Context: an optimization exercise on an open-source flow, tuned for small area. The choices shown serve that exercise and are no tape-out recipe. In this exercise RTL edits were held to simulation tests only and were not proved equivalent to the original. Power figures rest on the tool's default switching activity, not on a simulated workload.

==> flow/design.v (excerpt) <==
module dual_incremental_pi_speed_control (
    input  wire         aclk,
    input  wire         aresetn,
    input  wire         cfg_wr_en,
    input  wire  [2:0]  cfg_index,
    input  wire  [15:0] cfg_wr_data,
    input  wire         s_tvalid,
    output logic        s_tready,
    input  wire  [39:0] s_tdata,
    output logic        m_tvalid,
    input  wire         m_tready,
    output logic [71:0] m_tdata
);
clock: 20.0 ns
lec_check: 0
cap_margin: 20
core_margin: 2
core_utilization: 70
slew_margin: 20
standard.sh (not shown) runs the stock make flow with config.mk's settings and CLKGATE_MAP_FILE= SYNTH_SCRIPT=/design/flow/synth_recipe.tcl, a recipe that flattens the netlist after the stock synthesis.
==> flow/flow/run.sh <==
#!/bin/bash
export BUFFER_PORTS_ARGS="-buffer_cell sky130_fd_sc_hd__buf_1"
export CTS_ARGS='-sink_clustering_enable -repair_clock_nets -dont_use_dummy_load -buf_list "sky130_fd_sc_hd__clkbuf_4 sky130_fd_sc_hd__clkbuf_8"'
bash standard.sh > standard.log 2>&1
Next try:
==> flow/run.sh (new file) <==
#!/bin/bash
# synth_recipe.tcl (not shown) runs the flow's synth.tcl, then flattens the netlist and writes it again
# the make line also repeats each setting of config.mk as NAME=value (left out here)
make -C /OpenROAD-flow-scripts/flow DESIGN_CONFIG=/design/flow/config.mk WORK_HOME=/design/flow/orfs CLKGATE_MAP_FILE= SYNTH_SCRIPT=/design/flow/synth_recipe.tcl finish
- CORE_UTILIZATION: 70 -> 80
- CTS_BUF_LIST: not set -> sky130_fd_sc_hd__clkbuf_8
- CTS_CLUSTER_SIZE: not set -> 20
- PLACE_DENSITY: not set -> 0.85
removed: flow/flow/run.sh
removed: flow/standard.sh
=>
- Now the flow aborted during clock tree synthesis, error DPL-0033
- synthesized cell count does not change
- area after synthesis is unchanged
Next try:
==> flow/flow/run.sh (new file) <==
#!/bin/bash
export BUFFER_PORTS_ARGS="-buffer_cell sky130_fd_sc_hd__buf_1"
export CTS_ARGS="-sink_clustering_enable -repair_clock_nets -dont_use_dummy_load -buf_list sky130_fd_sc_hd__clkbuf_8"
bash standard.sh > standard.log 2>&1
==> flow/standard.sh (new file) <==
#!/bin/bash
# synth_recipe.tcl (not shown) runs the flow's synth.tcl, then flattens the netlist and writes it again
# the make line also repeats each setting of config.mk as NAME=value (left out here)
make -C /OpenROAD-flow-scripts/flow DESIGN_CONFIG=/design/flow/config.mk WORK_HOME=/design/flow/orfs CLKGATE_MAP_FILE= SYNTH_SCRIPT=/design/flow/synth_recipe.tcl "${@:-finish}"
- CORE_UTILIZATION: 80 -> 76
- CTS_BUF_LIST: sky130_fd_sc_hd__clkbuf_8 -> not set
- CTS_CLUSTER_SIZE: 20 -> not set
- PLACE_DENSITY: 0.85 -> not set
removed: flow/run.sh
This time the run completed with no timing, DRC or antenna violations.
Synthesized area is unchanged.
Synthesized cell count is unchanged.


Starting RTL as in the previous note.
clock: 20.0 ns
lec_check: 0
cap_margin: 20
core_margin: 2
core_utilization: 70
slew_margin: 20
==> flow/flow/run.sh <==
#!/bin/bash
export BUFFER_PORTS_ARGS="-buffer_cell sky130_fd_sc_hd__buf_1"
export CTS_ARGS="-sink_clustering_enable -repair_clock_nets -dont_use_dummy_load -buf_list sky130_fd_sc_hd__clkbuf_8"
bash standard.sh > standard.log 2>&1
The baseline produced a clean layout.
Next try:
- CAP_MARGIN: 20 -> 0
- GPL_TIMING_DRIVEN: default -> 0
- SLEW_MARGIN: 20 -> 0
Outcome: Worst setup slack improved by 390 ps. Final area is higher by 1.7%. Via count is higher by 6.3%. Routed wire length is higher by 10%. Sequential power is lower by about 0.9%. Register-to-register slack improved by 390 ps. First-iteration DRC count is higher by 4.0%. Total power is higher by 1.7%.


dual_incremental_pi_speed_control, a different RTL version from the one above (not shown whole).
For scale: about 590 cells after synthesis, about 190 flip-flops, about 140 I/O pins.
==> flow/design.v (excerpt) <==
module dual_incremental_pi_speed_control (
    input  wire         aclk,
    input  wire         aresetn,
    input  wire         cfg_wr_en,
    input  wire  [2:0]  cfg_index,
    input  wire  [15:0] cfg_wr_data,
    input  wire         s_tvalid,
    output logic        s_tready,
    input  wire  [39:0] s_tdata,
    output logic        m_tvalid,
    input  wire         m_tready,
    output logic [71:0] m_tdata
);
    logic [15:0] ref_r;
    logic [14:0] lim_r;
    logic [15:0] gna_r, gpa_r, gnb_r, gpb_r;
    logic [15:0] wd0, wd1;
    assign wd0 = cfg_wr_data & {16{aresetn}};
    assign wd1 = cfg_wr_data | {16{~aresetn}};
    function automatic logic [15:0] pick(input logic [15:0] rv,
                                         input logic [15:0] d0,
                                         input logic [15:0] d1);
        pick = (rv & d1) | (~rv & d0);
    endfunction
    logic ld_ref, ld_lim, ld_gna, ld_gpa, ld_gnb, ld_gpb;
    assign ld_ref = ~aresetn | (cfg_wr_en & (cfg_index == 3'd0));
    assign ld_lim = ~aresetn | (cfg_wr_en & (cfg_index == 3'd1));
    assign ld_gna = ~aresetn | (cfg_wr_en & (cfg_index == 3'd2));
    assign ld_gpa = ~aresetn | (cfg_wr_en & (cfg_index == 3'd3));
    assign ld_gnb = ~aresetn | (cfg_wr_en & (cfg_index == 3'd4));
    assign ld_gpb = ~aresetn | (cfg_wr_en & (cfg_index == 3'd5));
    logic [15:0] lim_w;
    assign lim_w = pick(16'd3072, wd0, wd1);
    always_ff @(posedge aclk) begin
        if (ld_ref) ref_r <= pick(16'd2560, wd0, wd1);
        if (ld_lim) lim_r <= lim_w[14:0];
        if (ld_gna) gna_r <= pick(16'd10476, wd0, wd1);
        if (ld_gpa) gpa_r <= pick(16'hDA3D, wd0, wd1);    
        if (ld_gnb) gnb_r <= pick(16'd10210, wd0, wd1);
        if (ld_gpb) gpb_r <= pick(16'hDB33, wd0, wd1);    
    end
    logic [16:0] ea_r, eb_r;
    logic [15:0] ua_r, ub_r;
  ...
==> flow/config.mk <==
export PLATFORM = sky130hd
export DESIGN_NAME = dual_incremental_pi_speed_control
export DESIGN_NICKNAME = dual_incremental_pi_speed_control
export VERILOG_FILES = /design/flow/design.v
export SDC_FILE = /design/flow/constraint.sdc
export NUM_CORES = 4
export LEC_CHECK = 0
export CAP_MARGIN = 20
export CORE_MARGIN = 2
export CORE_UTILIZATION = 70
export SLEW_MARGIN = 20
==> flow/constraint.sdc <==
create_clock -name core_clock -period 20.0 [get_ports {aclk}]
set_input_delay 4.0000 -clock core_clock [delete_from_list [all_inputs] [get_ports {aclk}]]
set_output_delay 4.0000 -clock core_clock [all_outputs]
set_load 0.01 [all_outputs]
==> flow/flow/run.sh <==
#!/bin/bash
export BUFFER_PORTS_ARGS="-buffer_cell sky130_fd_sc_hd__buf_1"
export CTS_ARGS="-repair_clock_nets -dont_use_dummy_load -buf_list sky130_fd_sc_hd__clkbuf_8"
bash standard.sh > standard.log 2>&1
The first run produced a clean layout.
==> next run, changes <==
==> flow/flow/run.sh (replaced) <==
#!/bin/bash
export BUFFER_PORTS_ARGS="-buffer_cell sky130_fd_sc_hd__buf_1"
export CTS_ARGS="-sink_clustering_enable -repair_clock_nets -dont_use_dummy_load -buf_list sky130_fd_sc_hd__clkbuf_8"
bash standard.sh > standard.log 2>&1
- GPL_ROUTABILITY_DRIVEN: default -> 0
- TNS_END_PERCENT: default -> 0
=> Final area hardly moves. Worst setup slack degrades by 0.065 ns. Flip-flop and latch count does not change. Cell count stays flat. Global-route usage is higher by 0.50 points. Clock power stays flat. Sequential power stays flat. First-iteration DRC count rose by 1.8%. Power increases by 1.2%.
==> next run, changes <==
==> flow/flow/run.sh (replaced) <==
#!/bin/bash
export BUFFER_PORTS_ARGS="-buffer_cell sky130_fd_sc_hd__buf_1"
export CTS_ARGS="-sink_clustering_enable -repair_clock_nets -dont_use_dummy_load -buf_list sky130_fd_sc_hd__clkbuf_8 -sink_clustering_buffer sky130_fd_sc_hd__clkbuf_8 -sink_clustering_size 20 -balance_levels"
bash standard.sh > standard.log 2>&1
- GPL_ROUTABILITY_DRIVEN: 0 -> default
- TNS_END_PERCENT: 0 -> default
Routed wire length shrinks by 1.5%.
Fmax grows by 0.40%.
Setup slack gains 0.065 ns.
Worst hold slack loses 0.012 ns.
Synthesized area stays the same.
Global-route usage shrinks by 0.50 points.
==> next run, changes <==
==> flow/flow/run.sh (replaced) <==
#!/bin/bash
export BUFFER_PORTS_ARGS="-buffer_cell sky130_fd_sc_hd__buf_1"
export CTS_ARGS="-sink_clustering_enable -repair_clock_nets -dont_use_dummy_load -buf_list sky130_fd_sc_hd__clkbuf_8 -sink_clustering_size 30 -sink_clustering_max_diameter 200 -sink_clustering_levels 1"
bash standard.sh > standard.log 2>&1
Effect: The new run finished with timing, DRC and antenna clean. Design area is unchanged. Wire length stays the same. Total power stays the same. Core utilization does not change.


Setup of the reference run:
Starting RTL as in the previous note.
Settings: LEC_CHECK=0, CAP_MARGIN=20, CORE_MARGIN=2, CORE_UTILIZATION=60, PLACE_DENSITY=0.75, SLEW_MARGIN=20; clock period 20.0 ns.
==> flow/flow/run.sh <==
#!/bin/bash
export BUFFER_PORTS_ARGS="-buffer_cell sky130_fd_sc_hd__buf_1"
export CTS_ARGS="-sink_clustering_enable -repair_clock_nets -dont_use_dummy_load -buf_list sky130_fd_sc_hd__clkbuf_8"
bash standard.sh > standard.log 2>&1
> inputs changed (the reference run -> the trial run)
Settings: PLACE_DENSITY no longer set, was 0.75; CORE_UTILIZATION now 70, was 60.
[summary]
- The trial run and the reference run ended up with roughly the same flip-flop and latch share of the layout cell area.
- Count of plain and timing-repair buffers, the trial run and the reference run: lower on the trial run
- Total power of the trial run is lower than that of the reference run.
- Relative to the reference run, the trial run improves fmax.
- The trial run against the reference run: wire length -about 2.7%, fraction of power spent switching nets -0.32 points, via count -about 1.3%.

[static timing again, ports no longer ideal]
In the flow no input, the clock included, has a driving cell. The finished layouts below were timed again as built, in two steps. Step 1 (the two cells are an assumption about what drives the block):
set clk [get_ports {aclk}]
set_driving_cell -lib_cell sky130_fd_sc_hd__clkbuf_16 $clk
set_driving_cell -lib_cell sky130_fd_sc_hd__buf_2 [delete_from_list [all_inputs] $clk]
Step 2 times the ports against the registers' clock, not the clock port: input delays grow and output delays shrink by t, the midpoint of the rising clock arrivals with the driver on. a / b / c = ideal ports / drivers / drivers and shift; a / b = the first two.
| run | t, ns | slack for setup (ns) | worst setup path at the end |
|---|---|---|---|
| the first run of note 1 | 0.488 | 3.965 / 3.983 / 3.495 | input to register |
| the third run of note 1 | 0.493 | 4.045 / 4.062 / 3.569 | input to register |
| the first run of note 2 | 0.488 | 3.965 / 3.983 / 3.495 | input to register |
| the second run of note 2 | 0.491 | 4.357 / 4.373 / 3.882 | input to register |
| the first run of note 3 | 0.470 | 3.857 / 3.868 / 3.398 | input to register |
| the second run of note 3 | 0.479 | 3.792 / 3.801 / 3.322 | input to register |
| the third run of note 3 | 0.470 | 3.857 / 3.868 / 3.398 | input to register |
| the fourth run of note 3 | 0.470 | 3.857 / 3.868 / 3.398 | input to register |
| the reference run | 0.484 | 3.736 / 3.749 / 3.265 | input to register |
| the trial run | 0.470 | 3.857 / 3.868 / 3.398 | input to register |
After both steps every run listed still meets setup and hold. For the third run of note 1, which loses most, drivers alone change the setup slack by +0.017 ns; drivers and shift together by -0.476 ns.
